What follows belongs to an exercise in optimizing a design on an open flow for small area, a short achievable clock period and few clock cycles per item; a production flow would make more cautious choices.
Where RTL was checked, it was by simulation tests only, not by an equivalence proof against the original.
Power is estimated from default activity; no workload was simulated.

==> module data_memory_responder, before the edit <==
module data_memory_responder #(
  parameter int DATA_WIDTH = dmem_pkg::DMEM_DATA_WIDTH,
  parameter int ADDR_WIDTH = dmem_pkg::DMEM_ADDR_WIDTH,
  parameter int DEPTH = dmem_pkg::DMEM_DEPTH
) (
  input  logic                  CLK,
  input  logic                  RESET,
  input  logic                  Req_Valid_IN,
  output logic                  Req_Ready_OUT,
  input  logic                  Req_Write_IN,
  input  logic [ADDR_WIDTH-1:0] Req_Address_IN,
  input  logic [DATA_WIDTH-1:0] Req_Data_IN,
  output logic                  Resp_Valid_OUT,
  input  logic                  Resp_Ready_IN,
  output logic [DATA_WIDTH-1:0] Resp_Data_OUT,
  output logic                  Resp_Error_OUT,
  output logic                  Busy_OUT
);
  localparam int NG = 16;
  logic v1, e1;
  logic [NG-1:0] lor_n;    
  logic [NG-1:0] low_n;    
  logic [NG-1:0] hir_n;    
  logic [NG-1:0] hiw_n;    
  logic [DATA_WIDTH-1:0] d1;
  logic v2, e2;
  logic [DATA_WIDTH-1:0][3:0] p1, p2;
  logic vo, vk;
  logic [DATA_WIDTH-1:0] od, kd, rd_resp;
  logic oe, ke;
  logic accept, take, adv1, adv2, free2, in_range;
  logic ready_q, busy_q, v1_d, v2_d, vo_d, vk_d;
  logic [DEPTH-1:0] rsel, wsel;
  logic [DATA_WIDTH-1:0] mem [DEPTH];
  assign Req_Ready_OUT = ready_q;
  assign accept = Req_Valid_IN && Req_Ready_OUT;
  assign take = vo && Resp_Ready_IN;
  assign adv2 = v2 && (!vk || take);
  assign free2 = !v2 || adv2;
  assign adv1 = v1 && free2;
  assign Resp_Valid_OUT = vo;
  assign Resp_Data_OUT = od;
  assign Resp_Error_OUT = oe;
  assign Busy_OUT = busy_q;
  assign in_range = Req_Address_IN[ADDR_WIDTH-1:8] == '0;
  always_ff @(posedge CLK) begin
    if (Req_Ready_OUT) begin
      for (int g = 0; g < NG; g++) begin
        lor_n[g] <= Req_Address_IN[3:0] != 4'(g);
        low_n[g] <= !(Req_Write_IN && Req_Address_IN[3:0] == 4'(g));
        hir_n[g] <= !(!Req_Write_IN && in_range && Req_Address_IN[7:4] == 4'(g));
      end
      d1 <= Req_Data_IN;
      e1 <= !in_range;
    end
  end
  always_ff @(posedge CLK or negedge RESET)
    if (!RESET) hiw_n <= '1;
    else if (Req_Ready_OUT)
      for (int g = 0; g < NG; g++)
        hiw_n[g] <= !(Req_Valid_IN && Req_Write_IN && in_range && Req_Address_IN[7:4] == 4'(g));
  for (genvar w = 0; w < DEPTH; w++) begin : g_sel
    dm_nor2 u_rsel (.a(lor_n[w % NG]), .b(hir_n[w / NG]), .y(rsel[w]));
    dm_nor2 u_wsel (.a(low_n[w % NG]), .b(hiw_n[w / NG]), .y(wsel[w]));
  end
  always_ff @(posedge CLK)
    for (int w = 0; w < DEPTH; w++) if (wsel[w]) mem[w] <= d1;
  for (genvar b = 0; b < DATA_WIDTH; b++) begin : g_rd
    logic [DEPTH-1:0] bits;
    for (genvar w = 0; w < DEPTH; w++) begin : g_w
      assign bits[w] = mem[w][b];
    end
    dm_read_bit u_rd (.sel(rsel), .bits(bits), .p(p1[b]));
    assign rd_resp[b] = |p2[b];
  end
  always_ff @(posedge CLK)
    if (free2) begin
      p2 <= p1;
      e2 <= e1;
    end
  always_ff @(posedge CLK) begin
    if (!vo || Resp_Ready_IN) begin
      od <= vk ? kd : rd_resp;
      oe <= vk ? ke : e2;
    end
    if (!vk || Resp_Ready_IN) begin
      kd <= rd_resp;
      ke <= e2;
    end
  end
  assign v1_d = accept || (v1 && !adv1);
  assign v2_d = adv1 || (v2 && !adv2);
  assign vo_d = take ? (vk || adv2) : (vo || adv2);
  assign vk_d = take ? (vk && adv2) : (vk || (vo && adv2));
  always_ff @(posedge CLK or negedge RESET)
    if (!RESET) begin
      v1 <= 1'b0;
      v2 <= 1'b0;
      vo <= 1'b0;
      vk <= 1'b0;
      ready_q <= 1'b1;
      busy_q <= 1'b0;
    end else begin
      v1 <= v1_d;
      v2 <= v2_d;
      vo <= vo_d;
      vk <= vk_d;
      ready_q <= !(v1_d && v2_d && vk_d);
      busy_q <= v1_d || v2_d || vo_d;
    end
endmodule
==> flow/config.mk <==
export PLATFORM = sky130hd
export DESIGN_NAME = data_memory_responder
export DESIGN_NICKNAME = data_memory_responder
export VERILOG_FILES = /design/flow/design.v
export SDC_FILE = /design/flow/constraint.sdc
export NUM_CORES = 4
export LEC_CHECK = 0
export CAP_MARGIN = 20
export CORE_MARGIN = 2
export CORE_UTILIZATION = 40
export CTS_BUF_LIST = sky130_fd_sc_hd__clkbuf_16
export CTS_CLUSTER_DIAMETER = 100
export CTS_CLUSTER_SIZE = 30
export SETUP_SLACK_MARGIN = 2.5
export SLEW_MARGIN = 20
export SYNTH_HIERARCHICAL = 1
export SYNTH_MINIMUM_KEEP_SIZE = 0
==> flow/constraint.sdc <==
create_clock -name core_clock -period 5.0 [get_ports {CLK}]
set_input_delay 1.0000 -clock core_clock [delete_from_list [all_inputs] [get_ports {CLK}]]
set_output_delay 1.0000 -clock core_clock [all_outputs]
set_load 0.01 [all_outputs]
run.sh (not shown) runs the stock make flow with config.mk's settings and CLKGATE_MAP_FILE= SYNTH_SCRIPT=/design/flow/synth_recipe.tcl, a recipe that flattens the netlist after the stock synthesis.
The starting point completed with no timing, DRC or antenna violations.
Next try:
--- a/flow/design.v
+++ b/flow/design.v
@@ -69,41 +69,42 @@
   logic [DATA_WIDTH-1:0] d1;
   logic v2, e2;
   logic [DATA_WIDTH-1:0][3:0] p1, p2;
   logic vo, vk;
   logic [DATA_WIDTH-1:0] od, kd, rd_resp;
   logic oe, ke;
-  logic accept, take, adv1, adv2, free2, in_range;
+  logic accept, take, adv1, adv2, free2, in_range, room;
   logic ready_q, busy_q, v1_d, v2_d, vo_d, vk_d;
   logic [DEPTH-1:0] rsel, wsel;
   logic [DATA_WIDTH-1:0] mem [DEPTH];
   assign Req_Ready_OUT = ready_q;
-  assign accept = Req_Valid_IN && Req_Ready_OUT;
+  assign room = !(v1 && v2 && vk);
+  assign accept = Req_Valid_IN && room;
   assign take = vo && Resp_Ready_IN;
   assign adv2 = v2 && (!vk || take);
   assign free2 = !v2 || adv2;
   assign adv1 = v1 && free2;
   assign Resp_Valid_OUT = vo;
   assign Resp_Data_OUT = od;
   assign Resp_Error_OUT = oe;
   assign Busy_OUT = busy_q;
   assign in_range = Req_Address_IN[ADDR_WIDTH-1:8] == '0;
   always_ff @(posedge CLK) begin
-    if (Req_Ready_OUT) begin
+    if (room) begin
       for (int g = 0; g < NG; g++) begin
         lor_n[g] <= Req_Address_IN[3:0] != 4'(g);
         low_n[g] <= !(Req_Write_IN && Req_Address_IN[3:0] == 4'(g));
         hir_n[g] <= !(!Req_Write_IN && in_range && Req_Address_IN[7:4] == 4'(g));
       end
       d1 <= Req_Data_IN;
       e1 <= !in_range;
     end
   end
   always_ff @(posedge CLK or negedge RESET)
     if (!RESET) hiw_n <= '1;
-    else if (Req_Ready_OUT)
+    else if (room)
       for (int g = 0; g < NG; g++)
         hiw_n[g] <= !(Req_Valid_IN && Req_Write_IN && in_range && Req_Address_IN[7:4] == 4'(g));
   for (genvar w = 0; w < DEPTH; w++) begin : g_sel
     dm_nor2 u_rsel (.a(lor_n[w % NG]), .b(hir_n[w / NG]), .y(rsel[w]));
     dm_nor2 u_wsel (.a(low_n[w % NG]), .b(hiw_n[w / NG]), .y(wsel[w]));
   end
Hold slack got worse by 0.039 ns.
Fmax came out lower by a few percent.
Total power came out higher slightly.
Via count came out lower slightly.
Register-to-register slack is about the same.
Non-clock buffer count came out lower by 17.
Count of clock-buffer cells in the layout came out lower by 2.
Critical path depth stays the same.
Synthesized area hardly moves.
Cell area came out lower slightly.
Clock skew came out lower by 0.031 ns.
Setup slack got worse by 0.057 ns.
Cell count hardly moves.
Testbench counts after the change, summed over its fixed seeds: cycles 24,024, items 24,000.
Function not checked in the first run of this note: the RTL went through the layout flow alone.

[what the ideal ports hide]
In the flow no input, the clock included, has a driving cell. The finished layouts below were timed again as built, in two steps. Step 1 sets driving cells, clkbuf_16 on the clock port and buf_2 on the other inputs (assumed; they add their load-dependent delay and slew). Step 2 also shifts input and output timing later by t, the mid clock arrival at the registers, as if the neighbouring blocks saw the same clock. a / b / c = ideal / step 1 / step 2; a / b = the first two.
| run | shift t [ns] | setup WS [ns] | latest minus earliest clock arrival (ns) | worst slew at a driven data input, ns |
|---|---|---|---|---|
| the first run | 0.880 | 2.356 / 2.259 / 2.045 | 0.088 / 0.088 | 0.16 |
| the second run | 0.878 | 2.299 / 2.204 / 1.870 | 0.056 / 0.056 | 0.04 |
After both steps every run listed still meets setup and hold. The setup slack of the second run, which loses most, moves by -0.095 ns with the drivers and by -0.429 ns with both steps.
